Background: an optimization exercise with open tools, aiming at small area. Do not read the settings as production practice.
RTL that was checked went through simulation tests only; none was proved equivalent to the original.
No functional check of the RTL was part of run 6.
Power is estimated from default activity; no workload was simulated.

$ cat flow/flow/run.sh
#!/bin/bash
# Standard layout, with clock tree synthesis told not to add dummy loads
# and the port buffers taken as buf_2 cells.
set -euo pipefail
export CTS_ARGS="-sink_clustering_enable -repair_clock_nets -dont_use_dummy_load -sink_clustering_size ${CTS_SIZE:-30} -sink_clustering_max_diameter ${CTS_DIAM:-60}"
export BUFFER_PORTS_ARGS="-buffer_cell sky130_fd_sc_hd__buf_2"
bash standard.sh finish > standard.log 2>&1
$ cat flow/standard.sh
#!/bin/bash
# synth_recipe.tcl (not shown) runs the flow's synth.tcl, then flattens the netlist and writes it again
# the make line also repeats each setting of config.mk as NAME=value (left out here)
make -C /OpenROAD-flow-scripts/flow DESIGN_CONFIG=/design/flow/config.mk WORK_HOME=/design/flow/orfs CLKGATE_MAP_FILE= SYNTH_SCRIPT=/design/flow/synth_recipe.tcl "${@:-finish}"
$ cat flow/config.mk
export PLATFORM = sky130hd
export DESIGN_NAME = apb_mem_slave
export DESIGN_NICKNAME = apb_mem_slave
export VERILOG_FILES = /design/flow/design.v
export SDC_FILE = /design/flow/constraint.sdc
export NUM_CORES = 4
export LEC_CHECK = 0
export CAP_MARGIN = 20
export CORE_MARGIN = 2
export CORE_UTILIZATION = 55
export GPL_TIMING_DRIVEN = 1
export SLEW_MARGIN = 20
export SYNTH_HIERARCHICAL = 1
export SYNTH_MINIMUM_KEEP_SIZE = 0
$ cat flow/constraint.sdc
create_clock -name core_clock -period 5.0 [get_ports {pclk}]
set_input_delay 1.0000 -clock core_clock [delete_from_list [all_inputs] [get_ports {pclk}]]
set_output_delay 1.0000 -clock core_clock [all_outputs]
set_load 0.01 [all_outputs]
$ cat flow/design.v
module apb_mem_slave #(
  parameter int ADDR_WIDTH  = 8,
  parameter int DATA_WIDTH  = 32,
  parameter int STRB_WIDTH  = DATA_WIDTH / 8,
  parameter int MEM_DEPTH   = 64,
  parameter int WAIT_STATES = 2
) (
  input  logic                  pclk,
  input  logic                  preset,
  input  logic [ADDR_WIDTH-1:0] paddr,
  input  logic                  psel,
  input  logic                  penable,
  input  logic                  pwrite,
  input  logic [DATA_WIDTH-1:0] pwdata,
  input  logic [STRB_WIDTH-1:0] pstrb,
  output logic [DATA_WIDTH-1:0] prdata,
  output logic                  pready,
  output logic                  pslverr
);
  localparam int NPORT = MEM_DEPTH / 4;
  logic       acc1, acc2;           
  logic [1:0] rlo;                  
  logic [3:0] rb;                   
  logic [5:0] rot;                  
  logic [1:0] clr_cnt;              
  logic       clearing;
  logic       in_rng;
  logic       wr_commit;
  logic       pend;                 
  logic       wr_act;
  logic [3:0] wi;                   
  logic [1:0] wlo;                  
  logic [DATA_WIDTH-1:0] wd;        
  logic [STRB_WIDTH-1:0] ws;        
  assign in_rng    = (paddr[7:6] == 2'b00);
  assign pslverr   = !in_rng;
  assign wr_commit = pready && psel && pwrite && in_rng;
  assign wr_act    = wr_commit || pend;
  assign clearing  = preset || (clr_cnt != 2'd0);
  logic [1:0] wph;
  logic       whit;
  assign rot  = {rb - 4'(rlo != 2'd0), rlo};
  assign wph  = wlo + rlo + 2'd1;
  assign whit = wr_act && (wph == 2'd0);
  always_ff @(posedge pclk) begin
    if (preset) begin
      acc1    <= 1'b0;
      acc2    <= 1'b0;
      pready  <= 1'b0;
      rlo     <= '0;
      rb      <= '0;
      clr_cnt <= 2'd3;
      pend    <= 1'b0;
    end else begin
      acc1    <= psel && !penable;
      acc2    <= acc1 && psel;
      pready  <= acc2 && psel;
      rlo     <= rlo + 2'd1;
      if (rlo == 2'd0) rb <= rb + 4'd1;
      if (clr_cnt != 2'd0) clr_cnt <= clr_cnt - 2'd1;
      pend    <= wr_act && !whit;
    end
  end
  always_ff @(posedge pclk) begin
    if (acc2) begin
      wi  <= 4'((paddr[5:0] + rot + 6'd5) >> 2);
      wlo <= paddr[1:0];
      wd <= pwdata;
      ws <= pstrb;
    end
  end
  logic [DATA_WIDTH-1:0] ring [MEM_DEPTH];
  for (genvar p = 0; p < MEM_DEPTH; p++) begin : g_pos
    if (p % 4 == 0) begin : g_port
      logic hit;
      assign hit = whit && (wi == 4'(p / 4));
      for (genvar b = 0; b < STRB_WIDTH; b++) begin : g_byte
        logic [7:0] q, d;
        logic       wen, shf;
        assign wen = !clearing && hit && ws[b];
        assign shf = !clearing && !(hit && ws[b]);
        for (genvar k = 0; k < 8; k++) begin : g_bit
          apb_mem_slave_ao22 u_sel (
            .a1(ring[(p + MEM_DEPTH - 1) % MEM_DEPTH][8*b + k]), .a2(shf),
            .b1(wd[8*b + k]), .b2(wen), .y(d[k])
          );
        end
        always_ff @(posedge pclk) q <= d;
        assign ring[p][8*b +: 8] = q;
      end
    end else begin : g_shift
      logic [DATA_WIDTH-1:0] q;
      always_ff @(posedge pclk) q <= ring[p - 1];
      assign ring[p] = q;
    end
  end
  logic [5:0]       rpos;
  logic [NPORT-1:0] rdec, rsel_now, rsel_nxt, rsel_r, rsel_n;
  logic             any_n, pen_n;
  logic [DATA_WIDTH-1:0] capn;
  logic       at_tap;
  logic [3:0] ridx;
  assign at_tap = in_rng && (paddr[1:0] + rlo == 2'd0);
  assign ridx   = paddr[5:2] + rb;
  assign rpos   = paddr[5:0] + rot;
  always_comb begin
    for (int i = 0; i < NPORT; i++) begin
      rdec[i]     = in_rng && (rpos[5:2] == 4'(i));
      rsel_now[i] = at_tap && (ridx == 4'(i));
      rsel_nxt[(i + 1) % NPORT] = rdec[i] && (rpos[1:0] == 2'd3);
    end
  end
  always_ff @(posedge pclk) rsel_r <= rsel_nxt;
  assign rsel_n = ~(penable ? rsel_r : rsel_now);
  assign any_n  = &rsel_n;
  assign pen_n  = !penable;
  logic [DATA_WIDTH-1:0] cap_d;
  for (genvar k = 0; k < DATA_WIDTH; k++) begin : g_rd
    logic [7:0] t;
    logic [3:0] u;
    logic       v;
    for (genvar j = 0; j < 8; j++) begin : g_pair
      apb_mem_slave_oai22 u_pair (
        .a1(ring[8*j][k]), .a2(rsel_n[2*j]), .b1(ring[8*j + 4][k]), .b2(rsel_n[2*j + 1]),
        .y(t[j])
      );
    end
    for (genvar j = 0; j < 4; j++) begin : g_nor
      apb_mem_slave_nor2 u_nor (.a(t[2*j]), .b(t[2*j + 1]), .y(u[j]));
    end
    apb_mem_slave_nand4 u_or (.a(u), .y(v));
    apb_mem_slave_o21ai u_out (.a1(v), .a2(any_n), .b1(capn[k]), .y(prdata[k]));
    apb_mem_slave_o22a u_cap (.a1(v), .a2(any_n), .b1(capn[k]), .b2(pen_n), .y(cap_d[k]));
  end
  always_ff @(posedge pclk) capn <= cap_d;
endmodule
module apb_mem_slave_ao22 (
  input  logic a1,
  input  logic a2,
  input  logic b1,
  input  logic b2,
  output logic y
);
  assign y = (a1 & a2) | (b1 & b2);
endmodule
module apb_mem_slave_oai22 (
  input  logic a1,
  input  logic a2,
  input  logic b1,
  input  logic b2,
  output logic y
);
  assign y = !((a1 | a2) & (b1 | b2));
endmodule
module apb_mem_slave_nor2 (
  input  logic a,
  input  logic b,
  output logic y
);
  assign y = !(a | b);
endmodule
module apb_mem_slave_nand4 (
  input  logic [3:0] a,
  output logic       y
);
  assign y = !(&a);
endmodule
module apb_mem_slave_o21ai (
  input  logic a1,
  input  logic a2,
  input  logic b1,
  output logic y
);
  assign y = !((a1 | a2) & b1);
endmodule
module apb_mem_slave_o22a (
  input  logic a1,
  input  logic a2,
  input  logic b1,
  input  logic b2,
  output logic y
);
  assign y = (a1 | a2) & (b1 | b2);
endmodule
==> qor.yml, run 1 <==
timing:
  tightest_slew_ns: 1.23
  fin_crit_ns: 4.86
  setup_viol: 0
  rsz0062_at_grt: "no"
  slew_violations: 0
  period_share_pct: 97.1
  fin_ws_ns: 0.144
  hold_ws_ns: 0.293
  hold_viol_final: 0
  maxSlewHeadroom_pct: 18.0
  maxClockFrequency_mhz: 206
  clock_skew_ns: 0.0610
synthesis:
  synthArstFlopShare_pct: 0
  ys_seq_elements: 2150
  yosys_warnings: 9
  synthCells: 3492
  synth_flop_cell: "dfxtp_1"
  synth_fp_nets: 3556
  post-synth-top-count-cell: "dfxtp_1"
  synth_area_leader_cell: "dfxtp_1"
  ys_top_cells_by_area: "dfxtp_1, a22o_1, o22ai_1"
  synth-edff-count: 42
  syn_area_um2: 52600
  avgSynthCellArea_um2: 15.1
  ys_types: 40
  ys_seq_area_share_pct: 82.6
  synthDominantCellAreaShare_pct: 80.3
  synth_common_cells: "dfxtp_1, a22o_1, o22ai_1, nor2_1, a21oi_1"
global_route:
  grt_usage_pct: 25.4
  grt_pass1_vias: 28200
  antenna_found_initial: 4
  grt_remaining_overflow: 0
  grt_max_degree: 49
  grt_pass1_wl_um: 185000
final_layout:
  drive_gt1_share_pct: 8.07
  finish.utilization_pct: 61.3
  areaGrowthSynthToFinish_pct: 10.6
  fin_nets: 3795
die:
  fp-row-count: 113
  initial_core_util_pct: 55.4
  core_um2: 94900
  boundaryPins: 83
  die_h_um: 313
  dieArea_um2: 98100
  die_w_um: 313
place:
  gp_congestion: 0.891
  portBuffers: 82
  place_ws_ns: 0.0520
  dpl.hpwl_um: 82500
drt:
  final_antenna_net_count: 0
  dr.first_iter.drc_count: 2904
  wl_per_cell_um: 26.0
  vias: 28400
  first_pass_iters: 6
  vias_per_cell: 5.68
  drt-total-wl_um: 130000
  drc: 0
pwr:
  irDropWorstVdd_v: 0.000302
  p_clk_share_pct: 31.8
  internal_power_uw: 21600
  pwr-share-seq_pct: 63.6
  swShare_pct: 21.3
  switchingPower_uw: 5820
  power.leakage_uw: 0.0230
  p_per_area_nw_per_um2: 471
  p_comb_share_pct: 4.7
critical_path:
  critPathCaptureType: "output pin"
  cp_cell_sequence: "buf_2, ha_1, inv_1, fa_1, nand3b_1, nor2_1, a22oi_2, buf_4, o22ai_1, nor2_1, nand4_1, o21ai_1, buf_2"
  slowest_delay_ns: 0.49
  path_max_fanout: 16
  required_ns: 4.00
  cp_top_family: "simple AND/OR/NAND/NOR gates"
  arrival_ns: 3.86
  cp_num_buf_inv: 4
  slowest_stage: "fa_1"
  crit_path_start_kind: "input port"
  critPathKind: "in -> out"
clock_tree:
  clock_tree.buffer_depth: 3
  cts_buffers: 106
  cts_root_buffer: "clkbuf_16"
  insertion_delay_ns: 0.72
  numClockSinks: 2150
  cts_htree_levels: 3
  cts_tree: "yes"
  clk_pin_slew_ns: 0.10
worst_hold_path:
  hold_path_class: "reg -> reg"
outcome:
  status: "no timing/DRC/antenna violations"
run:
  cap_violations: 0
==> Yosys stat by module (local to each module, per instance) <==
| module | times used | flip-flops and latches | cells inside | area, µm² |
|---|---|---|---|---|
| apb_mem_slave | 1 | 2150 | 2500 | 45400 |
| apb_mem_slave_ao22 | 512 | 0 | 1 | 8.76 |
| apb_mem_slave_o22a | 32 | 0 | 1 | 8.76 |
| apb_mem_slave_nand4 | 32 | 0 | 1 | 6.26 |
| apb_mem_slave_oai22 | 256 | 0 | 1 | 6.26 |
| apb_mem_slave_o21ai | 32 | 0 | 1 | 5.00 |
| apb_mem_slave_nor2 | 128 | 0 | 1 | 3.75 |
==> worst reg2reg max path, delay by kind of cell (launching register included) <==
| family | cells | cell delay (ns) |
|---|---|---|
| adder cells (fa/ha/maj) | 1 | 0.25 |
| flip-flops | 1 | 0.34 |
| AND/OR/NAND/NOR | 3 | 2.35 |
| buffers and inverters | 1 | 0.06 |
| AO/OA/AOI/OAI | 1 | 0.25 |
==> layout make-up <==
cell class,instances,area (µm²)
sequential,2150,43500
inverter,15,56.3
tap,1265,1580
antenna,1,2.50
multi-input combinational,1303,9160
clock buffer,106,2650
fill,7215,36700
timing repair buffer,155,1210
==> cells in the final DEF (no fill, tap or decap), types with 12 or more instances in the layout <==
cell type     n
nand2_1      26
inv_1        15
buf_4        54
o22a_1       32
ha_1         12
a22oi_2      16
o22ai_1     256
a22o_1      512
dfxtp_1    2105
nand4_1      37
clkbuf_16   112
edfxtp_1     42
o21ai_1      32
a21oi_1      67
buf_2        82
nor2_1      232
==> per-stage QoR <==
stage,total power [µW],TNS (ns),std cells,instance area (µm²)
CTS,27500,0,4981,57900
floorplan,18500,-32.65,3492,52700
finish,27400,0,4995,58100
detailed placement,19000,0,4875,55300
global route,28200,0,4994,58100
global placement,19000,0,4875,55300
==> metal layers <==
layer  share of wire, %  wire length [µm]  vias up  track usage [%]
li1                   -                 -    13000                -
met1                 47             61000    14400             37.4
met2                 45             58300      826             39.1
met3                5.9              7670      175             4.16
met4                2.3              3000        0             6.63
met5                  0                 0        -                0
==> kinds of logic after synthesis <==
group                    synth area share, %
AO/OA/AOI/OAI                           13.4
flip-flops                              82.6
adder cells (fa/ha/maj)                0.385
multiplexers                          0.0381
buffers and inverters                  0.281
XOR/XNOR                               0.362
AND/OR/NAND/NOR                         2.91
==> power groups by stage <==
stage | combinational (µW) | clock [µW] | sequential, µW
3_3_place_gp | 1210 | 0 | 17800
5_1_grt | 1370 | 9450 | 17400
4_1_cts | 1240 | 8820 | 17400
6_report | 1280 | 8700 | 17400
2_1_floorplan | 719 | 0 | 17800
3_5_place_dp | 1240 | 0 | 17800
==> flip-flops by register name, summed over array words and instances, names as in the netlist, 4 cells and up <==
| signal | cells |
|---|---|
| rb | 4 |
| ws | 4 |
| wd | 32 |
| g_pos.g_shift.q | 1536 |
| wi | 4 |
| capn | 32 |
| g_pos.g_port.g_byte.q | 512 |
| rsel_r | 16 |
==> repair_timing <==
action | CTS | global route
setup endpoints to repair | 1 | 22
gates cloned | 0 | 6
gates resized for setup | 1 | 5
setup buffers | 0 | 7
hold buffers | 0 | 0
endpoints found under the hold margin | 0 | 0
pin swaps | 0 | 7
==> final timing paths <==
path | slack (ns) | endpoint | start | depth (start not counted)
setup / recovery | 0.14 | prdata[12] | paddr[0] | 13
hold / removal | 0.29 | g_pos[2].g_shift.q[19]$_DFF_P_ | g_pos[1].g_shift.q[19]$_DFF_P_ | 0
setup reg to reg | 1.69 | g_pos[36].g_port.g_byte[1].q[6]$_DFF_P_ | clr_cnt[0]$_SDFFE_PP1P_ | 6
hold reg to reg | 0.29 | g_pos[2].g_shift.q[19]$_DFF_P_ | g_pos[1].g_shift.q[19]$_DFF_P_ | 0
==> inputs of run 2 (changes only) <==
--- a/flow/design.v
+++ b/flow/design.v
@@ -95,24 +95,18 @@
     end
   end
-  logic [5:0]       rpos;
-  logic [NPORT-1:0] rdec, rsel_now, rsel_nxt, rsel_r, rsel_n;
+  logic             at_tap;
+  logic [3:0]       ridx;
+  logic [NPORT-1:0] rsel_n;
   logic             any_n, pen_n;
   logic [DATA_WIDTH-1:0] capn;
-  logic       at_tap;
-  logic [3:0] ridx;
   assign at_tap = in_rng && (paddr[1:0] + rlo == 2'd0);
   assign ridx   = paddr[5:2] + rb;
-  assign rpos   = paddr[5:0] + rot;
   always_comb begin
     for (int i = 0; i < NPORT; i++) begin
-      rdec[i]     = in_rng && (rpos[5:2] == 4'(i));
-      rsel_now[i] = at_tap && (ridx == 4'(i));
-      rsel_nxt[(i + 1) % NPORT] = rdec[i] && (rpos[1:0] == 2'd3);
+      rsel_n[i] = !(at_tap && (ridx == 4'(i)));
     end
   end
-  always_ff @(posedge pclk) rsel_r <= rsel_nxt;
-  assign rsel_n = ~(penable ? rsel_r : rsel_now);
-  assign any_n  = &rsel_n;
-  assign pen_n  = !penable;
+  assign any_n = !at_tap;
+  assign pen_n = !penable;
   logic [DATA_WIDTH-1:0] cap_d;
   for (genvar k = 0; k < DATA_WIDTH; k++) begin : g_rd
==> flow/flow/run.sh (replaced) <==
#!/bin/bash
set -euo pipefail
export CTS_ARGS="-sink_clustering_enable -repair_clock_nets -dont_use_dummy_load -sink_clustering_size 36 -sink_clustering_max_diameter 55"
export BUFFER_PORTS_ARGS="-buffer_cell sky130_fd_sc_hd__buf_2"
bash standard.sh finish > standard.log 2>&1
==> run 2 against run 1 <==
Net effect:
- non-clock buffer count rose by 29
- combinational power fell by 46%
- die area fell by 0.60%
- final area rose by 0.87%
- synthesized area fell by 0.61%
- clock power rose by 14%
- clock skew fell by 0.0045 ns
- fmax rose by 0.13%
- critical endpoint is now prdata[16]
- largest power group unchanged
- highest routed layer unchanged
==> qor.yml, run 2 <==
outcome:
  status: "no timing/DRC/antenna violations"  # unchanged
final_layout:
  top_register: "g_pos.g_shift.q"  # unchanged
  n_fill_cell: 7113  # was 7215
  final_common_cell: "dfxtp_1"  # unchanged
  multi_input_area_um2: 9060  # was 9160 µm²
  regArea_um2: 43100  # was 43500 µm²
  final_cell_mix: "dfxtp_1, a22o_1, o22ai_1"  # unchanged
  finish.utilization_pct: 62.0  # was 61.3%
  areaGrowthSynthToFinish_pct: 12.2  # was 10.6%
  reg_top3: "g_pos.g_shift.q (1536), g_pos.g_port.g_byte.q (512)"  # unchanged
  drive_gt1_share_pct: 9.50  # was 8.07%
  fin_nets: 3806  # was 3795
  largest_register_ffs: 1536  # unchanged
clock_tree:
  cts_htree_levels: 4  # was 3
  clk_pin_slew_ns: 0.09  # was 0.10 ns
  clock_tree.buffer_depth: 3  # unchanged
  cts_buffers: 136  # was 106
  numClockSinks: 2134  # was 2150
  cts_root_buffer: "clkbuf_16"  # unchanged
  insertion_delay_ns: 0.75  # was 0.72 ns
  cts_tree: "yes"  # unchanged
run:
  cap_violations: 0  # unchanged
die:
  die_h_um: 312  # was 313 µm
  die_w_um: 312  # was 313 µm
  initial_core_util_pct: 55.3  # was 55.4%
  boundaryPins: 83  # unchanged
  fp-row-count: 113  # unchanged
  core_um2: 94600  # was 94900 µm²
  dieArea_um2: 97500  # was 98100 µm²
critical_path:
  critPathKind: "in -> out"  # unchanged
  path_max_fanout: 10  # was 16
  rr_worst_depth: 5  # was 6
  rrSetupSlack_ns: 1.86  # was 1.69 ns
  r2r_start: "pend$_SDFF_PP0_"  # was clr_cnt[0]$_SDFFE_PP1P_
  required_ns: 4.00  # about the same
  crit_end: "prdata[16]"  # was prdata[12]
  r2r-end: "g_pos[20].g_port.g_byte[1].q[0]$_DFF_P_"  # was g_pos[36].g_port.g_byte[1].q[6]$_DFF_P_
  crit_path_start_kind: "input port"  # unchanged
  critPathCaptureType: "output pin"  # unchanged
  arrival_ns: 3.85  # was 3.86 ns
  startpoint: "paddr[2]"  # was paddr[0]
synthesis:
  synth_common_cells: "dfxtp_1, a22o_1, o22ai_1, nor2_1, nor3_1"  # was dfxtp_1, a22o_1, o22ai_1, nor2_1, a21oi_1
  ys_types: 42  # was 40
  synthArstFlopShare_pct: 0  # unchanged
  synth_area_leader_cell: "dfxtp_1"  # unchanged
  ys_seq_area_share_pct: 82.5  # was 82.6%
  synth_flop_cell: "dfxtp_1"  # unchanged
  ys_seq_elements: 2134  # was 2150
  syn_area_um2: 52300  # was 52600 µm²
  synth_fp_nets: 3517  # was 3556
  post-synth-top-count-cell: "dfxtp_1"  # unchanged
  synthCells: 3449  # was 3492
  avgSynthCellArea_um2: 15.2  # was 15.1 µm²
  yosys_warnings: 9  # unchanged
  synthDominantCellAreaShare_pct: 80.1  # was 80.3%
  synth-edff-count: 42  # unchanged
  ys_top_cells_by_area: "dfxtp_1, a22o_1, o22ai_1"  # unchanged
drt:
  vias: 28300  # was 28400
  final_antenna_net_count: 0  # unchanged
  dr.first_iter.drc_count: 2427  # was 2904
  drc: 0  # unchanged
  drt-total-wl_um: 127000  # was 130000 µm
  vias_per_cell: 5.67  # was 5.68
  wl_per_cell_um: 25.4  # was 26.0 µm
  first_pass_iters: 6  # unchanged
place:
  gp_congestion: 0.871  # was 0.891
  dpl.hpwl_um: 82100  # was 82500 µm
  portBuffers: 82  # unchanged
pwr:
  p_per_area_nw_per_um2: 473  # was 471 nW/µm²
  irDropWorstVdd_v: 0.000315  # was 0.000302 V
  power.leakage_uw: 0.0234  # was 0.0230 µW
timing:
  clock_skew_ns: 0.0565  # was 0.0610 ns
  setup_viol: 0  # unchanged
  rsz0062_at_grt: "no"  # unchanged
  slew_violations: 0  # unchanged
  hold_viol_final: 0  # unchanged
  hold_ws_ns: 0.268  # was 0.293 ns
  period_share_pct: 97.0  # was 97.1%
  tightest_slew_ns: 1.20  # was 1.23 ns
  maxSlewHeadroom_pct: 19.6  # was 18.0%
  fin_crit_ns: 4.85  # was 4.86 ns
  maxClockFrequency_mhz: 206  # about the same
worst_hold_path:
  hold_path_class: "reg -> reg"  # unchanged
global_route:
  grt_max_degree: 65  # was 49
  grt_pass1_vias: 28600  # was 28200
  antenna_found_initial: 1  # was 4
  grt_usage_pct: 25.9  # was 25.4%
  grt_pass1_wl_um: 187000  # was 185000 µm
  grt_remaining_overflow: 0  # unchanged
[run 2: stage by stage]
stage               total power, µW  instances  worst slack (ns)  setup TNS (ns)  area, µm²
global route                  28600       5001            0.0502               0      58600
CTS                           27900       4997            0.0542               0      58600
finish                        27800       5002             0.151               0      58600
global placement              18200       4861            0.0853               0      55100
detailed placement            18200       4861            0.0585               0      55100
floorplan                     17900       3449            -0.204           -6.54      52300
[run 2: worst max-delay path, stage by stage]
cell     delay, ns
buf_2         0.11
ha_1          0.23
fa_1          0.50
xor2_4        0.26
nand2_1       0.12
nor3_2        0.30
nand2_1       0.12
buf_4         0.24
buf_4         0.19
o22ai_1       0.22
nor2_1        0.09
nand4_1       0.19
o21ai_1       0.09
buf_2         0.18
[run 2: layer usage]
metal / GRT usage, % / wire, µm / vias to the layer above
met2: 38.9 / 55400 / 910
li1: - / - / 13000
met4: 7.01 / 2900 / 0
met3: 5.06 / 8040 / 199
met1: 38.2 / 60400 / 14300
met5: 0 / 0 / -
[run 2: worst min-delay path by stage]
stage / slack [ns] / startpoint / cells past startpoint / end
after floorplan: 0.31 / g_pos[9].g_shift.q[0]$_DFF_P_ / 0 / g_pos[10].g_shift.q[0]$_DFF_P_
after global placement: 0.31 / g_pos[58].g_shift.q[27]$_DFF_P_ / 0 / g_pos[59].g_shift.q[27]$_DFF_P_
after detailed placement: 0.31 / g_pos[10].g_shift.q[7]$_DFF_P_ / 0 / g_pos[11].g_shift.q[7]$_DFF_P_
after CTS: 0.27 / g_pos[26].g_shift.q[29]$_DFF_P_ / 0 / g_pos[27].g_shift.q[29]$_DFF_P_
after global routing: 0.27 / g_pos[26].g_shift.q[29]$_DFF_P_ / 0 / g_pos[27].g_shift.q[29]$_DFF_P_
final: 0.27 / g_pos[26].g_shift.q[29]$_DFF_P_ / 0 / g_pos[27].g_shift.q[29]$_DFF_P_
[run 2: timing repair]
item,CTS,global route
hold buffers,0,0
resized for setup,2,5
buffers inserted,0,2
endpoints found under the setup margin,7,26
[run 2: area by class of cell]
class	instances	share of cell area, %
diodes	1	0.00427
clock buffers	136	5.80
inverters	15	0.0982
multi-input cells	1267	15.5
flip-flops and latches	2134	73.6
well taps	1265	2.70
repair buffers	184	2.36
[run 2: per-module statistics from Yosys (local to each module, per instance)]
module               copies in the design  cell area (µm²)  flip-flops and latches
apb_mem_slave_nor2                    128             3.75                       0
apb_mem_slave_ao22                    512             8.76                       0
apb_mem_slave_o22a                     32             8.76                       0
apb_mem_slave_nand4                    32             6.26                       0
apb_mem_slave                           1            45100                    2134
apb_mem_slave_o21ai                    32             5.00                       0
apb_mem_slave_oai22                   256             6.26                       0
[run 2: kinds of logic (layout without fill, tap and decap cells)]
group	after synthesis	count (layout)	synth area share [%]
multiplexers	2	2	0.0383
flip-flops	2134	2134	82.5
adder cells (fa/ha/maj)	19	19	0.484
buffers and inverters	48	335	0.373
AND/OR/NAND/NOR	324	324	2.99
other	0	1	0
AO/OA/AOI/OAI	904	904	13.2
XOR/XNOR	18	18	0.330
[run 2: where the power goes]
| group | switching (µW) | total [µW] | internal [µW] |
|---|---|---|---|
| Clock | 5110 | 9920 | 4820 |
| Combinational | 465 | 695 | 230 |
| Sequential | 51.7 | 17100 | 17100 |
==> inputs of run 3 (changes only) <==
==> flow/flow/run.sh (replaced) <==
#!/bin/bash
set -euo pipefail
export CTS_ARGS="-sink_clustering_enable -repair_clock_nets -dont_use_dummy_load -buf_list sky130_fd_sc_hd__clkbuf_8 -root_buf sky130_fd_sc_hd__clkbuf_16 -sink_clustering_size 20 -sink_clustering_max_diameter 50"
export BUFFER_PORTS_ARGS="-buffer_cell sky130_fd_sc_hd__buf_1"
bash standard.sh finish > standard.log 2>&1
==> run 3 against run 2 <==
Net effect:
- via count shrank 0.83%
- clock skew grew 0.0072 ns
- worst hold slack improved by 0.0071 ns
- routed wire length down 0.54%
- register-to-register slack worse by 0.20 ns
- critical endpoint is now prdata[1]
- largest cell class unchanged
==> qor.yml, run 3 <==
synthesis:
  ys_top_cells_by_area: "dfxtp_1, a22o_1, o22ai_1"  # unchanged
  yosys_warnings: 9  # unchanged
  synth_top_family_by_area: "compound AO/OA/AOI/OAI gates"  # unchanged
  synth-xor-area-share_pct: 0.330  # unchanged
  synthArstFlopShare_pct: 0  # unchanged
  synth_area_leader_cell: "dfxtp_1"  # unchanged
  syn_area_um2: 52300  # unchanged
  synth_common_cells: "dfxtp_1, a22o_1, o22ai_1, nor2_1, nor3_1"  # unchanged
  ys_seq_elements: 2134  # unchanged
  ys_seq_area_share_pct: 82.5  # unchanged
  synth_fp_nets: 3517  # unchanged
  synthMuxAreaShare_pct: 0.0383  # unchanged
  yosys.area_share.simple_pct: 2.99  # unchanged
  ys_types: 42  # unchanged
  avgSynthCellArea_um2: 15.2  # unchanged
  synth-edff-count: 42  # unchanged
  synth_compound_area_share_pct: 13.2  # unchanged
  synthDominantCellAreaShare_pct: 80.1  # unchanged
  synthCells: 3449  # unchanged
  synth_fa_ha_area_share_pct: 0.484  # unchanged
  post-synth-top-count-cell: "dfxtp_1"  # unchanged
  synth_flop_cell: "dfxtp_1"  # unchanged
drt:
  routed.top_layer: "met5"  # was met4
  wl_met3_um: 7940  # was 8040 µm
  final_antenna_net_count: 0  # unchanged
  wl_met2_um: 55900  # was 55400 µm
  drc: 0  # unchanged
  first_pass_iters: 6  # unchanged
  drt-total-wl_um: 126000  # was 127000 µm
  vias_per_cell: 5.64  # was 5.67
  wl_met1_um: 59800  # was 60400 µm
  vias: 28100  # was 28300
  wl_per_cell_um: 25.3  # was 25.4 µm
  dr.first_iter.drc_count: 2333  # was 2427
global_route:
  grt_pass1_vias: 28700  # was 28600
  grt_remaining_overflow: 0  # unchanged
  grt_usage_pct: 25.8  # was 25.9%
  grt_pass1_wl_um: 187000  # about the same
  grt_max_degree: 65  # unchanged
  antenna_found_initial: 3  # was 1
clock_tree:
  post_cts_buffers: 0  # unchanged
  clock_tree.buffer_depth: 3  # unchanged
  cts_htree_levels: 4  # unchanged
  numClockSinks: 2134  # unchanged
  cts_buffers: 141  # was 136
  insertion_delay_ns: 0.72  # was 0.75 ns
  cts_tree: "yes"  # unchanged
  cts_root_buffer: "clkbuf_16"  # unchanged
  clk_pin_slew_ns: 0.11  # was 0.09 ns
pwr:
  p_comb_share_pct: 2.9  # was 2.5%
  p_clk_share_pct: 29.2  # was 35.8%
  power.leakage_uw: 0.0223  # was 0.0234 µW
  p_per_area_nw_per_um2: 443  # was 473 nW/µm²
  power_uw: 25200  # was 27800 µW
  pwr-share-seq_pct: 67.9  # was 61.7%
  switchingPower_uw: 5350  # was 5620 µW
  swShare_pct: 21.2  # was 20.3%
  internal_power_uw: 19900  # was 22100 µW
  irDropWorstVdd_v: 0.000273  # was 0.000315 V
die:
  die_h_um: 312  # unchanged
  dieArea_um2: 97500  # unchanged
  fp-row-count: 113  # unchanged
  boundaryPins: 83  # unchanged
  core_um2: 94600  # unchanged
  die_w_um: 312  # unchanged
  initial_core_util_pct: 55.3  # unchanged
place:
  portBuffers: 82  # unchanged
  gp_congestion: 0.869  # was 0.871
  dpl.hpwl_um: 83600  # was 82100 µm
  place_ws_ns: -0.159  # was 0.0585 ns
final_layout:
  drive_gt1_share_pct: 7.16  # was 9.50%
  diodes: 0  # was 1
  final_cell_mix: "dfxtp_1, a22o_1, o22ai_1"  # unchanged
  top_register: "g_pos.g_shift.q"  # unchanged
  areaGrowthSynthToFinish_pct: 9.02  # was 12.2%
  largest_register_ffs: 1536  # unchanged
  final_common_cell: "dfxtp_1"  # unchanged
  reg_top3: "g_pos.g_shift.q (1536), g_pos.g_port.g_byte.q (512)"  # unchanged
  fin_nets: 3784  # was 3806
critical_path:
  cp_top_family: "simple AND/OR/NAND/NOR gates"  # unchanged
  required_ns: 4.00  # about the same
  critPathKind: "in -> out"  # unchanged
  critPathCaptureType: "output pin"  # unchanged
  slowest_delay_ns: 0.61  # was 0.50 ns
  crit_path_start_kind: "input port"  # unchanged
  cp_cell_sequence: "buf_1, ha_4, xnor2_1, nand3b_1, nor4_1, nand2_2, buf_12, o22ai_1, nor2_1, nand4_1, o21ai_1, buf_1"  # was buf_2, ha_1, fa_1, xor2_4, nand2_1, nor3_2, nand2_1, buf_4, buf_4, o22ai_1, nor2_1, nand4_1, o21ai_1, buf_2
  arrival_ns: 3.87  # was 3.85 ns
  cp_num_buf_inv: 3  # was 4
  path_max_fanout: 16  # was 10
  slowest_stage: "nor4_1"  # was fa_1
  path_common_cell: "buf_1"
timing:
  rsz0062_at_grt: "yes"  # was no
  period_share_pct: 97.5  # was 97.0%
  setup_viol: 0  # unchanged
  slew_violations: 0  # unchanged
  fin_crit_ns: 4.87  # was 4.85 ns
  setup_tns_ns: 0  # unchanged
  clock_skew_ns: 0.0637  # was 0.0565 ns
  maxSlewHeadroom_pct: 22.9  # was 19.6%
  hold_viol_final: 0  # unchanged
  hold_ws_ns: 0.275  # was 0.268 ns
  maxClockFrequency_mhz: 205  # was 206 MHz
  tightest_slew_ns: 1.15  # was 1.20 ns
  fin_ws_ns: 0.125  # was 0.151 ns
outcome:
  status: "no timing/DRC/antenna violations"  # unchanged
worst_hold_path:
  hold_path_class: "reg -> reg"  # unchanged
run:
  cap_violations: 0  # unchanged
==> run 3: power by group through the flow <==
stage	registers [µW]	logic, µW	clock network [µW]
2_1_floorplan	17500	381	0
3_3_place_gp	17500	688	0
3_5_place_dp	17500	695	0
4_1_cts	17100	707	7510
5_1_grt	17200	781	8150
6_report	17100	732	7360
==> run 3: worst paths after layout <==
path	startpoint	end	slack, ns	cells after the start
worst max-delay path	paddr[1]	prdata[1]	0.13	12
worst min-delay path	g_pos[26].g_shift.q[31]$_DFF_P_	g_pos[27].g_shift.q[31]$_DFF_P_	0.27	0
worst max register to register	wi[1]$_DFFE_PP_	g_pos[20].g_port.g_byte[2].q[5]$_DFF_P_	1.66	4
worst min register to register	g_pos[26].g_shift.q[31]$_DFF_P_	g_pos[27].g_shift.q[31]$_DFF_P_	0.27	0
==> run 3: cell families (layout without fill, tap and decap cells) <==
group	count (synthesis)	after routing
buffers and inverters	48	313
AND/OR/NAND/NOR	324	324
flip-flops	2134	2134
adder cells (fa/ha/maj)	19	19
XOR/XNOR	18	18
multiplexers	2	2
AO/OA/AOI/OAI	904	904
==> run 3: modules after synthesis, one instance, submodules excluded <==
module / flops+latches / cell area [µm²] / cells / copies in the design
apb_mem_slave_o22a: 0 / 8.76 / 1 / 32
apb_mem_slave_ao22: 0 / 8.76 / 1 / 512
apb_mem_slave: 2134 / 45100 / 2457 / 1
apb_mem_slave_o21ai: 0 / 5.00 / 1 / 32
apb_mem_slave_oai22: 0 / 6.26 / 1 / 256
apb_mem_slave_nor2: 0 / 3.75 / 1 / 128
apb_mem_slave_nand4: 0 / 6.26 / 1 / 32
==> run 3: layout make-up <==
cell class	count	area (µm²)
Tap cell	1265	1580
Sequential cell	2134	43100
Timing Repair Buffer	157	1090
Inverter	15	56.3
Multi-Input combinational cell	1267	9150
Clock buffer	141	1950
Fill cell	7262	37600
==> run 3: stage by stage <==
stage	instance area (µm²)	util, %	cells
5_1_grt	57000	60.2	4979
2_1_floorplan	52300	-	3449
3_3_place_gp	54900	58.0	4837
6_report	57000	60.2	4979
3_5_place_dp	54900	58.0	4837
4_1_cts	56900	60.1	4978
==> run 3: per-layer routing <==
| metal | vias up | GRT usage, % |
|---|---|---|
| met5 | - | 0 |
| met4 | 4 | 6.79 |
| met3 | 196 | 5.54 |
| met2 | 830 | 39.2 |
| met1 | 14200 | 37.6 |
| li1 | 12900 | - |
==> run 3: what timing repair did <==
item                                    CTS  global route
resized for setup                         4             6
hold buffers                              0             0
endpoints found under the setup margin   32            29
==> inputs of run 4 (changes only) <==
--- a/flow/config.mk
+++ b/flow/config.mk
@@ -6,9 +6,9 @@
 export NUM_CORES = 4
 export LEC_CHECK = 0
-export CAP_MARGIN = 20
+export CAP_MARGIN = 10
 export CORE_MARGIN = 2
 export CORE_UTILIZATION = 55
 export GPL_TIMING_DRIVEN = 1
-export SLEW_MARGIN = 20
+export SLEW_MARGIN = 10
 export SYNTH_HIERARCHICAL = 1
 export SYNTH_MINIMUM_KEEP_SIZE = 0
==> run 4 against run 3 <==
Net effect:
- final area is essentially flat
- critical path type unchanged
- clock power about the same
- register-to-register slack got worse by 0.14 ns
==> qor.yml, run 4 <==
global_route:
  antenna_found_initial: 1  # was 3
  grt_remaining_overflow: 0  # unchanged
  grt_pass1_wl_um: 187000  # about the same
  grt_max_degree: 65  # unchanged
  grt_usage_pct: 25.6  # was 25.8%
  grt_pass1_vias: 28500  # was 28700
pwr:
  p_per_area_nw_per_um2: 443  # about the same
  irDropWorstVdd_v: 0.000291  # was 0.000273 V
  power.leakage_uw: 0.0223  # about the same
timing:
  rsz0062_at_grt: "yes"  # unchanged
  hold_viol_final: 0  # unchanged
  fin_crit_ns: 4.87  # about the same
  clock_skew_ns: 0.0898  # was 0.0637 ns
  maxSlewHeadroom_pct: 14.3  # was 22.9%
  period_share_pct: 97.4  # was 97.5%
  maxClockFrequency_mhz: 205  # about the same
  setup_viol: 0  # unchanged
  tightest_slew_ns: 1.28  # was 1.15 ns
  fin_ws_ns: 0.130  # was 0.125 ns
  slew_violations: 0  # unchanged
  hold_ws_ns: 0.261  # was 0.275 ns
clock_tree:
  cts_tree: "yes"  # unchanged
  post_cts_buffers: 0  # unchanged
  insertion_delay_ns: 0.73  # was 0.72 ns
  cts_htree_levels: 4  # unchanged
  cts_buffers: 140  # was 141
  numClockSinks: 2134  # unchanged
  cts_root_buffer: "clkbuf_16"  # unchanged
  clk_pin_slew_ns: 0.11  # about the same
  clock_tree.buffer_depth: 3  # unchanged
run:
  cap_violations: 0  # unchanged
critical_path:
  path_common_cell: "buf_1"  # unchanged
  cp_cell_sequence: "buf_1, ha_4, xnor2_1, nand3b_1, nor4_1, nand2_2, buf_4, o22ai_1, nor2_1, nand4_1, o21ai_1, buf_1"  # was buf_1, ha_4, xnor2_1, nand3b_1, nor4_1, nand2_2, buf_12, o22ai_1, nor2_1, nand4_1, o21ai_1, buf_1
  path_max_fanout: 16  # unchanged
  slowest_stage: "nor4_1"  # unchanged
  arrival_ns: 3.87  # about the same
  required_ns: 4.00  # about the same
  critPathCaptureType: "output pin"  # unchanged
  crit_path_start_kind: "input port"  # unchanged
  critPathKind: "in -> out"  # unchanged
  slowest_delay_ns: 0.61  # about the same
worst_hold_path:
  hold_path_class: "reg -> reg"  # unchanged
synthesis:
  post-synth-top-count-cell: "dfxtp_1"  # unchanged
  synth_area_leader_cell: "dfxtp_1"  # unchanged
  syn_area_um2: 52300  # unchanged
  synth-edff-count: 42  # unchanged
  synthArstFlopShare_pct: 0  # unchanged
  synth_fp_nets: 3517  # unchanged
  avgSynthCellArea_um2: 15.2  # unchanged
  ys_top_cells_by_area: "dfxtp_1, a22o_1, o22ai_1"  # unchanged
  ys_seq_area_share_pct: 82.5  # unchanged
  ys_types: 42  # unchanged
  ys_seq_elements: 2134  # unchanged
  synthDominantCellAreaShare_pct: 80.1  # unchanged
  synth_common_cells: "dfxtp_1, a22o_1, o22ai_1, nor2_1, nor3_1"  # unchanged
  synth_flop_cell: "dfxtp_1"  # unchanged
  yosys_warnings: 9  # unchanged
  synthCells: 3449  # unchanged
drt:
  wl_per_cell_um: 25.3  # about the same
  final_antenna_net_count: 0  # unchanged
  drc: 0  # unchanged
  vias: 28200  # was 28100
  dr.first_iter.drc_count: 2368  # was 2333
  drt-total-wl_um: 126000  # about the same
  vias_per_cell: 5.66  # was 5.64
  first_pass_iters: 7  # was 6
final_layout:
  final_cell_mix: "dfxtp_1, a22o_1, o22ai_1"  # unchanged
  drive_gt1_share_pct: 6.81  # was 7.16%
  fin_nets: 3784  # unchanged
  reg_top3: "g_pos.g_shift.q (1536), g_pos.g_port.g_byte.q (512)"  # unchanged
  top_register: "g_pos.g_shift.q"  # unchanged
  final_common_cell: "dfxtp_1"  # unchanged
  areaGrowthSynthToFinish_pct: 8.91  # was 9.02%
  largest_register_ffs: 1536  # unchanged
die:
  initial_core_util_pct: 55.3  # unchanged
  fp-row-count: 113  # unchanged
  dieArea_um2: 97500  # unchanged
  die_h_um: 312  # unchanged
  die_w_um: 312  # unchanged
  boundaryPins: 83  # unchanged
  core_um2: 94600  # unchanged
outcome:
  status: "no timing/DRC/antenna violations"  # unchanged
place:
  place_ws_ns: -0.165  # was -0.159 ns
  gp_congestion: 0.869  # unchanged
  dpl.hpwl_um: 83500  # was 83600 µm
  portBuffers: 82  # unchanged
run 4: cell count changes in the layout (fill, tap and decap cells not counted), sizes merged:
cell,delta
diode,+3
clkbuf,-1
buf,+1
run 4: kinds of logic after synthesis:
kind of cell / count (synthesis) / synth area share [%]
and+or+nand+nor: 324 / 2.99
AOI/OAI and AO/OA: 904 / 13.2
DFF: 2134 / 82.5
muxes: 2 / 0.0383
xor gates and xnor gates: 18 / 0.330
adders and majority gates: 19 / 0.484
buffers and inverters: 48 / 0.373
run 4: layer usage:
layer  GRT usage (%)  vias up  wire length (µm)
met5               0        -                12
met4            6.82        2              2600
met3            4.70      197              7600
met2            39.0      874             55300
met1            37.9    14200             60300
li1                -    12900                 -
run 4: modules after synthesis, one instance, submodules excluded:
module               cells inside  cell area (µm²)
apb_mem_slave_o22a              1             8.76
apb_mem_slave_o21ai             1             5.00
apb_mem_slave                2457            45100
apb_mem_slave_oai22             1             6.26
apb_mem_slave_ao22              1             8.76
apb_mem_slave_nand4             1             6.26
apb_mem_slave_nor2              1             3.75
run 4: power breakdown:
group          total, µW  internal [µW]  switching (µW)
Sequential         17100          17100            52.2
Combinational        729            223             506
Clock               7330           2550            4780
run 4: final cells by class:
class	instances	area, µm²
tap	1265	1580
multi-input combinational	1267	9100
sequential	2134	43100
clock buffer	140	1940
fill	7319	37700
timing repair buffer	158	1100
inverter	15	56.3
antenna	3	7.51
run 4: critical path, delay by kind of cell:
| kind | cells | cell delay [ns] |
|---|---|---|
| AOI/OAI and AO/OA | 2 | 0.38 |
| buffers and inverters | 3 | 0.66 |
| xor gates and xnor gates | 1 | 0.13 |
| adders and majority gates | 1 | 0.28 |
| and+or+nand+nor | 5 | 1.37 |
run 4: what timing repair did:
| item | in CTS | in global routing |
|---|---|---|
| gates resized for setup | 4 | 9 |
| pin swaps | 0 | 1 |
| endpoints found under the setup margin | 32 | 28 |
| gates cloned | 0 | 0 |
| hold buffers | 0 | 0 |
run 4: through the flow:
| step | instance area, µm² | power, µW | std cells | util [%] | setup TNS, ns |
|---|---|---|---|---|---|
| floorplan | 52300 | 17900 | 3449 | - | -6.54 |
| global placement | 54900 | 18200 | 4837 | 58.0 | -0.195 |
| detailed placement | 54900 | 18200 | 4838 | 58.0 | -0.722 |
| CTS | 56800 | 25300 | 4978 | 60.1 | 0 |
| global route | 56900 | 26000 | 4979 | 60.2 | -0.0301 |
| finish | 56900 | 25200 | 4982 | 60.2 | 0 |
run 4: final timing paths:
check	startpoint	depth (start not counted)	to	slack [ns]
setup / recovery	paddr[1]	12	prdata[17]	0.13
hold / removal	g_pos[30].g_shift.q[29]$_DFF_P_	0	g_pos[31].g_shift.q[29]$_DFF_P_	0.26
setup reg to reg	wi[1]$_DFFE_PP_	4	g_pos[20].g_port.g_byte[2].q[0]$_DFF_P_	1.52
hold reg to reg	g_pos[30].g_shift.q[29]$_DFF_P_	0	g_pos[31].g_shift.q[29]$_DFF_P_	0.26
==> inputs of run 5 (changes only) <==
==> flow/flow/run.sh (replaced) <==
#!/bin/bash
set -euo pipefail
export CTS_ARGS="-sink_clustering_enable -repair_clock_nets -dont_use_dummy_load -buf_list sky130_fd_sc_hd__clkbuf_8 -root_buf sky130_fd_sc_hd__clkbuf_16 -sink_clustering_size 20 -sink_clustering_max_diameter 50"
export BUFFER_PORTS_ARGS="-buffer_cell sky130_fd_sc_hd__buf_2"
bash standard.sh finish > standard.log 2>&1
--- a/flow/config.mk
+++ b/flow/config.mk
@@ -6,9 +6,9 @@
 export NUM_CORES = 4
 export LEC_CHECK = 0
-export CAP_MARGIN = 10
+export CAP_MARGIN = 20
 export CORE_MARGIN = 2
 export CORE_UTILIZATION = 55
 export GPL_TIMING_DRIVEN = 1
-export SLEW_MARGIN = 10
+export SLEW_MARGIN = 20
 export SYNTH_HIERARCHICAL = 1
 export SYNTH_MINIMUM_KEEP_SIZE = 0
==> run 5 against run 4 <==
Net effect:
- critical endpoint is now prdata[19]
- non-clock buffer count up 23
- count of clock-buffer cells in the layout up 1
- clock power up 0.7%
- combinational power down 4.9%
- core utilization up 0.24 points
- highest routed layer is now met4
- still clean on timing, DRC and antenna
- final cell count up 0.44%
- critical path depth up 2
- sequential power about the same
- power about the same
- sequential share of layout area down 0.31 points
- critical path type unchanged
- final area up 0.40%
- global-route usage up 0.14 points
==> qor.yml, run 5 <==
critical_path:
  arrival_ns: 3.92  # was 3.87 ns
  rr_worst_depth: 10  # was 4
  crit_path_start_kind: "input port"  # unchanged
  path_depth: 14  # was 12
  slowest_delay_ns: 0.50  # was 0.61 ns
  cp_num_buf_inv: 4  # was 3
  path_max_fanout: 10  # was 16
  r2r_start: "rb[1]$_SDFFE_PP0P_"  # was wi[1]$_DFFE_PP_
  required_ns: 4.00  # about the same
  critPathCaptureType: "output pin"  # unchanged
  cp_cell_sequence: "buf_2, ha_1, fa_1, xor2_4, nand2_1, nor3_1, nand2_1, buf_4, buf_4, o22ai_1, nor2_1, nand4_1, o21ai_1, buf_2"  # was buf_1, ha_4, xnor2_1, nand3b_1, nor4_1, nand2_2, buf_4, o22ai_1, nor2_1, nand4_1, o21ai_1, buf_1
  critPathKind: "in -> out"  # unchanged
  r2r-end: "capn[23]$_DFF_P_"  # was g_pos[20].g_port.g_byte[2].q[0]$_DFF_P_
  slowest_stage: "fa_1"  # was nor4_1
  rrSetupSlack_ns: 1.74  # was 1.52 ns
  startpoint: "paddr[2]"  # was paddr[1]
  crit_end: "prdata[19]"  # was prdata[17]
  cp_top_family: "simple AND/OR/NAND/NOR gates"  # unchanged
global_route:
  grt_usage_pct: 25.8  # was 25.6%
  grt_max_degree: 65  # unchanged
  grt_remaining_overflow: 0  # unchanged
  antenna_found_initial: 1  # unchanged
  grt_pass1_vias: 28500  # about the same
  grt_pass1_wl_um: 186000  # was 187000 µm
synthesis:
  synth_fp_nets: 3517  # unchanged
  ys_seq_elements: 2134  # unchanged
  ys_types: 42  # unchanged
  synth_flop_cell: "dfxtp_1"  # unchanged
  synthCells: 3449  # unchanged
  synthDominantCellAreaShare_pct: 80.1  # unchanged
  synth_common_cells: "dfxtp_1, a22o_1, o22ai_1, nor2_1, nor3_1"  # unchanged
  avgSynthCellArea_um2: 15.2  # unchanged
  ys_seq_area_share_pct: 82.5  # unchanged
  yosys_warnings: 9  # unchanged
  post-synth-top-count-cell: "dfxtp_1"  # unchanged
  synth_area_leader_cell: "dfxtp_1"  # unchanged
  synthArstFlopShare_pct: 0  # unchanged
  syn_area_um2: 52300  # unchanged
  ys_top_cells_by_area: "dfxtp_1, a22o_1, o22ai_1"  # unchanged
  synth-edff-count: 42  # unchanged
drt:
  drc: 0  # unchanged
  first_pass_iters: 5  # was 7
  dr.first_iter.drc_count: 2376  # was 2368
  vias: 28400  # was 28200
  drt-total-wl_um: 126000  # about the same
  wl_per_cell_um: 25.3  # about the same
  vias_per_cell: 5.67  # was 5.66
  final_antenna_net_count: 0  # unchanged
timing:
  tightest_slew_ns: 1.14  # was 1.28 ns
  clock_skew_ns: 0.0727  # was 0.0898 ns
  setup_viol: 0  # unchanged
  setup_tns_ns: 0  # unchanged
  period_share_pct: 98.5  # was 97.4%
  hold_viol_final: 0  # unchanged
  hold_ws_ns: 0.263  # was 0.261 ns
  slew_violations: 0  # unchanged
  maxClockFrequency_mhz: 203  # was 205 MHz
  rsz0062_at_grt: "yes"  # unchanged
  fin_crit_ns: 4.92  # was 4.87 ns
  maxSlewHeadroom_pct: 23.1  # was 14.3%
  fin_ws_ns: 0.0775  # was 0.130 ns
die:
  die_h_um: 312  # unchanged
  core_um2: 94600  # unchanged
  fp-row-count: 113  # unchanged
  boundaryPins: 83  # unchanged
  dieArea_um2: 97500  # unchanged
  initial_core_util_pct: 55.3  # unchanged
  die_w_um: 312  # unchanged
final_layout:
  final_cell_mix: "dfxtp_1, a22o_1, o22ai_1"  # unchanged
  final_common_cell: "dfxtp_1"  # unchanged
  reg_top3: "g_pos.g_shift.q (1536), g_pos.g_port.g_byte.q (512)"  # unchanged
  largest_register_ffs: 1536  # unchanged
  n_fill_cell: 7266  # was 7319
  fin_nets: 3808  # was 3784
  top_register: "g_pos.g_shift.q"  # unchanged
  drive_gt1_share_pct: 9.50  # was 6.81%
  areaGrowthSynthToFinish_pct: 9.35  # was 8.91%
clock_tree:
  post_cts_buffers: 0  # unchanged
  clock_tree.buffer_depth: 3  # unchanged
  cts_hold_buffers: 0  # unchanged
  cts_buffers: 141  # was 140
  clk_pin_slew_ns: 0.10  # was 0.11 ns
  cts_root_buffer: "clkbuf_16"  # unchanged
  numClockSinks: 2134  # unchanged
  cts_tree: "yes"  # unchanged
  insertion_delay_ns: 0.72  # was 0.73 ns
  cts_htree_levels: 4  # unchanged
worst_hold_path:
  hold_path_class: "reg -> reg"  # unchanged
place:
  gp_congestion: 0.871  # was 0.869
  dpl.hpwl_um: 82100  # was 83500 µm
  portBuffers: 82  # unchanged
  place_ws_ns: 0.0585  # was -0.165 ns
pwr:
  irDropWorstVdd_v: 0.000277  # was 0.000291 V
  power.leakage_uw: 0.0227  # was 0.0223 µW
  p_per_area_nw_per_um2: 441  # was 443 nW/µm²
run:
  cap_violations: 0  # unchanged
outcome:
  status: "no timing/DRC/antenna violations"  # unchanged
-- run 5: cell counts after synthesis --
Identical to the previous run, type by type.
-- run 5: cell type report --
cell class / instances / area (µm²) / share of cell area (%)
diodes: 1 / 2.50 / 0.00438
clock buffers: 141 / 1950 / 3.42
multi-input cells: 1267 / 9050 / 15.8
flip-flops and latches: 2134 / 43100 / 75.5
inverters: 15 / 57.6 / 0.101
well taps: 1265 / 1580 / 2.77
repair buffers: 181 / 1360 / 2.39
-- run 5: worst min-delay path by stage --
stage | end | cells past startpoint | slack, ns | start
global route | g_pos[27].g_shift.q[29]$_DFF_P_ | 0 | 0.26 | g_pos[26].g_shift.q[29]$_DFF_P_
global placement | g_pos[59].g_shift.q[27]$_DFF_P_ | 0 | 0.31 | g_pos[58].g_shift.q[27]$_DFF_P_
finish | g_pos[27].g_shift.q[29]$_DFF_P_ | 0 | 0.26 | g_pos[26].g_shift.q[29]$_DFF_P_
floorplan | g_pos[10].g_shift.q[0]$_DFF_P_ | 0 | 0.31 | g_pos[9].g_shift.q[0]$_DFF_P_
CTS | g_pos[27].g_shift.q[29]$_DFF_P_ | 0 | 0.27 | g_pos[26].g_shift.q[29]$_DFF_P_
detailed placement | g_pos[11].g_shift.q[7]$_DFF_P_ | 0 | 0.31 | g_pos[10].g_shift.q[7]$_DFF_P_
-- run 5: layer usage --
layer,GRT usage [%],share of wire (%),vias to the layer above
met4,7.82,2.4,0
met2,38.7,44,942
li1,-,-,12900
met3,5.08,6.4,208
met1,37.9,48,14300
met5,0,0,-
-- run 5: stage by stage --
stage                     utilization, %  cell area (µm²)  instances  power [µW]
after floorplan                        -            52300       3449       17900
after global placement              58.3            55100       4861       18200
after detailed placement            58.3            55100       4861       18200
after CTS                           60.4            57100       5002       25300
after global routing                60.4            57100       5003       26000
final                               60.4            57200       5004       25200
-- run 5: kinds of logic after synthesis --
| group | count (synthesis) | synth area share [%] |
|---|---|---|
| buffers and inverters | 48 | 0.373 |
| flip-flops | 2134 | 82.5 |
| multiplexers | 2 | 0.0383 |
| adder cells (fa/ha/maj) | 19 | 0.484 |
| AO/OA/AOI/OAI | 904 | 13.2 |
| XOR/XNOR | 18 | 0.330 |
| AND/OR/NAND/NOR | 324 | 2.99 |
-- run 5: modules after synthesis, one instance, submodules excluded --
module	cells inside	flip-flops and latches
apb_mem_slave_oai22	1	0
apb_mem_slave	2457	2134
apb_mem_slave_nor2	1	0
apb_mem_slave_nand4	1	0
apb_mem_slave_o22a	1	0
apb_mem_slave_ao22	1	0
apb_mem_slave_o21ai	1	0
-- run 5: worst reg2reg max path: stages (launching register included) --
cell and delay (ns):
dfxtp_1 0.49, ha_1 0.30, a21o_1 0.17, a21oi_2 0.31, xnor2_1 0.33, nand2_2 0.20
buf_4 0.30, o22ai_1 0.16, nor2_1 0.32, nand4_1 0.30, o22a_1 0.28
-- run 5: repair_timing --
action | CTS | global route
gates resized for setup | 2 | 3
hold endpoints to repair | 0 | 0
setup endpoints to repair | 3 | 21
-- run 5: power breakdown --
part / switching, µW / internal (µW) / leakage, µW
sequential: 51.9 / 17100 / 0.0172
clock: 4810 / 2570 / 0.00102
combinational: 464 / 228 / 0.00443
total: 5330 / 19900 / 0.0227
==> inputs of run 6 (changes only) <==
--- a/flow/design.v
+++ b/flow/design.v
@@ -97,13 +97,11 @@
   logic             at_tap;
   logic [3:0]       ridx;
-  logic [NPORT-1:0] rsel_n;
+  logic [NPORT-1:0] rsel_n [STRB_WIDTH];
   logic             any_n, pen_n;
   logic [DATA_WIDTH-1:0] capn;
   assign at_tap = in_rng && (paddr[1:0] + rlo == 2'd0);
   assign ridx   = paddr[5:2] + rb;
-  always_comb begin
-    for (int i = 0; i < NPORT; i++) begin
-      rsel_n[i] = !(at_tap && (ridx == 4'(i)));
-    end
+  for (genvar b = 0; b < STRB_WIDTH; b++) begin : g_rdec
+    apb_mem_slave_rdec u_rdec (.en(at_tap), .idx(ridx), .sel_n(rsel_n[b]));
   end
   assign any_n = !at_tap;
@@ -116,5 +114,5 @@
     for (genvar j = 0; j < 8; j++) begin : g_pair
       apb_mem_slave_oai22 u_pair (
-        .a1(ring[8*j][k]), .a2(rsel_n[2*j]), .b1(ring[8*j + 4][k]), .b2(rsel_n[2*j + 1]),
+        .a1(ring[8*j][k]), .a2(rsel_n[k / 8][2*j]), .b1(ring[8*j + 4][k]), .b2(rsel_n[k / 8][2*j + 1]),
         .y(t[j])
       );
@@ -177,2 +175,11 @@
   assign y = (a1 | a2) & (b1 | b2);
 endmodule
+module apb_mem_slave_rdec (
+  input  logic        en,
+  input  logic [3:0]  idx,
+  output logic [15:0] sel_n
+);
+  always_comb begin
+    for (int i = 0; i < 16; i++) sel_n[i] = !(en && (idx == 4'(i)));
+  end
+endmodule
==> run 6 against run 5 <==
Net effect:
- still clean
- flip-flop and latch count did not move
- sequential power barely moved
- final cell count grew 1.3%
- via count is 1.2% higher
- clock skew up 0.011 ns
- setup slack got worse by 0.014 ns
- combinational power up 15%
- final area is 0.50% higher
==> qor.yml, run 6 <==
synthesis:
  synth-xor-area-share_pct: 0.295  # was 0.330%
  syn_area_um2: 52600  # was 52300 µm²
  ys_seq_elements: 2134  # unchanged
  post-synth-top-count-cell: "dfxtp_1"  # unchanged
  synth_flop_cell: "dfxtp_1"  # unchanged
  ys_types: 44  # was 42
  synth_fp_nets: 3583  # was 3517
  synth-edff-count: 42  # unchanged
  ys_seq_area_share_pct: 81.9  # was 82.5%
  avgSynthCellArea_um2: 15.0  # was 15.2 µm²
  synth_fa_ha_area_share_pct: 0.480  # was 0.484%
  synth_top_family_by_area: "compound AO/OA/AOI/OAI gates"  # unchanged
  synthArstFlopShare_pct: 0  # unchanged
  ys_top_cells_by_area: "dfxtp_1, a22o_1, o22ai_1"  # unchanged
  yosys.area_share.simple_pct: 3.70  # was 2.99%
  synthDominantCellAreaShare_pct: 79.6  # was 80.1%
  synth_area_leader_cell: "dfxtp_1"  # unchanged
  synthCells: 3515  # was 3449
  synthMuxAreaShare_pct: 0.0380  # was 0.0383%
  synth_common_cells: "dfxtp_1, a22o_1, o22ai_1, nor2_1, nand2_1"  # was dfxtp_1, a22o_1, o22ai_1, nor2_1, nor3_1
  yosys_warnings: 11  # was 9
  synth_compound_area_share_pct: 13.1  # was 13.2%
critical_path:
  critPathCaptureType: "output pin"  # unchanged
  critPathKind: "in -> out"  # unchanged
  rr_worst_depth: 4  # was 10
  rrSetupSlack_ns: 1.68  # was 1.74 ns
  r2r-end: "g_pos[56].g_port.g_byte[3].q[1]$_DFF_P_"  # was capn[23]$_DFF_P_
  crit_path_start_kind: "input port"  # unchanged
  required_ns: 4.00  # about the same
  path_max_fanout: 8  # was 10
  r2r_start: "wi[1]$_DFFE_PP_"  # was rb[1]$_SDFFE_PP0P_
  arrival_ns: 3.94  # was 3.92 ns
drt:
  drc: 0  # unchanged
  dr.first_iter.drc_count: 2607  # was 2376
  vias_per_cell: 5.66  # was 5.67
  first_pass_iters: 5  # unchanged
  wl_per_cell_um: 25.2  # was 25.3 µm
  vias: 28700  # was 28400
  drt-total-wl_um: 128000  # was 126000 µm
  final_antenna_net_count: 0  # unchanged
run:
  cap_violations: 0  # unchanged
global_route:
  grt_pass1_vias: 29000  # was 28500
  grt_remaining_overflow: 0  # unchanged
  grt_pass1_wl_um: 188000  # was 186000 µm
  antenna_found_initial: 6  # was 1
  grt_max_degree: 65  # unchanged
  grt_usage_pct: 25.9  # was 25.8%
die:
  boundaryPins: 83  # unchanged
  dieArea_um2: 98200  # was 97500 µm²
  die_w_um: 313  # was 312 µm
  core_um2: 94900  # was 94600 µm²
  die_h_um: 313  # was 312 µm
  fp-row-count: 113  # unchanged
  initial_core_util_pct: 55.5  # was 55.3%
final_layout:
  multi_input_area_um2: 9480  # was 9050 µm²
  fin_nets: 3872  # was 3808
  top_register: "g_pos.g_shift.q"  # unchanged
  areaGrowthSynthToFinish_pct: 9.10  # was 9.35%
  largest_register_ffs: 1536  # unchanged
  reg_top3: "g_pos.g_shift.q (1536), g_pos.g_port.g_byte.q (512)"  # unchanged
  final_cell_mix: "dfxtp_1, a22o_1, o22ai_1"  # unchanged
  drive_gt1_share_pct: 9.97  # was 9.50%
  final_common_cell: "dfxtp_1"  # unchanged
  n_fill_cell: 7346  # was 7266
  finish.utilization_pct: 60.5  # was 60.4%
  regArea_um2: 43100  # about the same
pwr:
  power_uw: 25300  # was 25200 µW
  irDropWorstVdd_v: 0.000343  # was 0.000277 V
  switchingPower_uw: 5370  # was 5330 µW
  p_comb_share_pct: 3.2  # was 2.7%
  swShare_pct: 21.2  # was 21.1%
  power.leakage_uw: 0.0228  # was 0.0227 µW
  pwr-share-seq_pct: 67.8  # was 68.0%
  p_clk_share_pct: 29.1  # was 29.3%
  internal_power_uw: 19900  # about the same
  p_per_area_nw_per_um2: 440  # was 441 nW/µm²
clock_tree:
  cts_buffers: 141  # unchanged
  numClockSinks: 2134  # unchanged
  clk_pin_slew_ns: 0.11  # was 0.10 ns
  clock_tree.buffer_depth: 3  # unchanged
  cts_htree_levels: 4  # unchanged
  post_cts_buffers: 0  # unchanged
  cts_root_buffer: "clkbuf_16"  # unchanged
  insertion_delay_ns: 0.73  # was 0.72 ns
  cts_tree: "yes"  # unchanged
  cts_hold_buffers: 0  # unchanged
  cts.repair.resized: 6  # was 2
place:
  gp_congestion: 0.907  # was 0.871
  portBuffers: 82  # unchanged
  dpl.hpwl_um: 85800  # was 82100 µm
  place_ws_ns: -0.0974  # was 0.0585 ns
timing:
  fin_crit_ns: 4.94  # was 4.92 ns
  hold_viol_final: 0  # unchanged
  hold_ws_ns: 0.287  # was 0.263 ns
  setup_tns_ns: 0  # unchanged
  setup_viol: 0  # unchanged
  rsz0062_at_grt: "yes"  # unchanged
  period_share_pct: 98.7  # was 98.5%
  fin_ws_ns: 0.0639  # was 0.0775 ns
  maxSlewHeadroom_pct: 24.0  # was 23.1%
  slew_violations: 0  # unchanged
  tightest_slew_ns: 1.14  # about the same
  maxClockFrequency_mhz: 203  # about the same
  clock_skew_ns: 0.0832  # was 0.0727 ns
worst_hold_path:
  holdPathStages: 0  # unchanged
  hp-start: "g_pos[25].g_shift.q[19]$_DFF_P_"  # was g_pos[26].g_shift.q[29]$_DFF_P_
  hold_path_class: "reg -> reg"  # unchanged
  holdPathEnd: "g_pos[26].g_shift.q[19]$_DFF_P_"  # was g_pos[27].g_shift.q[29]$_DFF_P_
outcome:
  status: "no timing/DRC/antenna violations"  # unchanged
==> run 6: metrics by stage <==
step / area [µm²] / cells
floorplan: 52600 / 3515
global placement: 55300 / 4926
detailed placement: 55300 / 4926
CTS: 57300 / 5067
global route: 57400 / 5068
finish: 57400 / 5069
==> run 6: how the worst max path moves through the flow <==
| stage | startpoint | end | slack, ns | cells after the start |
|---|---|---|---|---|
| 6_report | paddr[2] | prdata[8] | 0.06 | 13 |
| 5_1_grt | rb[0]$_SDFFE_PP0P_ | prdata[10] | -0.002 | 12 |
| 4_1_cts | rb[0]$_SDFFE_PP0P_ | prdata[13] | 0.003 | 13 |
| 3_5_place_dp | paddr[2] | prdata[14] | -0.1 | 14 |
| 3_3_place_gp | paddr[2] | prdata[14] | -0.04 | 14 |
| 2_1_floorplan | paddr[1] | prdata[0] | 0.04 | 10 |
==> run 6: cell type report <==
cell class | count | area share (%)
Sequential cell | 2134 | 75.1
Antenna cell | 2 | 0.00871
Timing Repair Buffer | 176 | 2.10
Clock buffer | 141 | 3.40
Tap cell | 1265 | 2.76
Multi-Input combinational cell | 1333 | 16.5
Inverter | 18 | 0.118
==> run 6: routing by layer <==
metal  vias up  global-route usage (%)  part of all wire (%)
met5         -                       0                 0.010
met4         2                    7.98                   2.7
met3       238                    4.88                   6.3
met2       972                    39.9                    45
met1     14300                    37.1                    46
li1      13100                       -                     -
==> run 6: worst max-delay path, cell delays in order <==
cell	delay [ns]
buf_2	0.18
ha_1	0.21
inv_1	0.06
fa_1	0.40
xnor2_2	0.30
buf_4	0.26
and3b_1	0.23
nand3_1	0.27
o22ai_1	0.20
nor2_1	0.34
nand4_1	0.18
o21ai_1	0.13
buf_2	0.15
==> run 6: cell families after synthesis <==
group,Yosys count
buffers and inverters,48
AOI/OAI and AO/OA,904
xor gates and xnor gates,16
adders and majority gates,19
and+or+nand+nor,392
muxes,2
DFF,2134
==> run 6: power groups by stage <==
stage / Sequential [µW] / Combinational (µW) / Clock [µW]
final: 17100 / 799 / 7360
after global routing: 17200 / 857 / 8160
after CTS: 17100 / 788 / 7510
after detailed placement: 17500 / 780 / 0
after global placement: 17500 / 765 / 0
after floorplan: 17500 / 433 / 0
==> run 6: per-module statistics from Yosys, one instance, submodules excluded <==
module               copies in the design  cells inside  area [µm²]  flops+latches
apb_mem_slave_oai22                   256             1        6.26              0
apb_mem_slave_nand4                    32             1        6.26              0
apb_mem_slave_o22a                     32             1        8.76              0
apb_mem_slave_o21ai                    32             1        5.00              0
apb_mem_slave_nor2                    128             1        3.75              0
apb_mem_slave_ao22                    512             1        8.76              0
apb_mem_slave_rdec                      4            23         123              0
apb_mem_slave                           1          2431       44900           2134

[separate check: timing with driven ports]
Ports are ideal in the flow. The routed layouts listed here were re-timed in OpenROAD.
Step 1 (the two cells are an assumption about what drives the block):
set clk [get_ports {pclk}]
set_driving_cell -lib_cell sky130_fd_sc_hd__clkbuf_16 $clk
set_driving_cell -lib_cell sky130_fd_sc_hd__buf_2 [delete_from_list [all_inputs] $clk]
Step 2 times the ports against the registers' clock, not the clock port: input delays grow and output delays shrink by t, the midpoint of the rising clock arrivals with the driver on.
a / b / c = ideal / step 1 / step 2; a / b = the first two.
run | t (ns) | setup slack, ns | clock arrival spread, ns | slew at the worst register clock pin (ns) | worst data-port slew with drivers (ns)
run 1 | 0.759 | 0.144 / 0.119 / 0.126 | 0.071 / 0.070 | 0.11 / 0.11 | 0.04
run 2 | 0.783 | 0.151 / 0.115 / 0.126 | 0.059 / 0.059 | 0.10 / 0.10 | 0.04
run 3 | 0.758 | 0.125 / 0.064 / 0.097 | 0.070 / 0.070 | 0.12 / 0.12 | 0.12
run 4 | 0.752 | 0.130 / 0.068 / 0.099 | 0.095 / 0.095 | 0.12 / 0.12 | 0.11
run 5 | 0.760 | 0.077 / 0.027 / 0.053 | 0.083 / 0.083 | 0.12 / 0.12 | 0.04
run 6 | 0.760 | 0.064 / 0.035 / 0.042 | 0.086 / 0.086 | 0.12 / 0.12 | 0.16
After both steps every run listed still meets setup and hold. For run 4, which loses most, drivers alone change the setup slack by -0.062 ns; drivers and shift together by -0.031 ns.
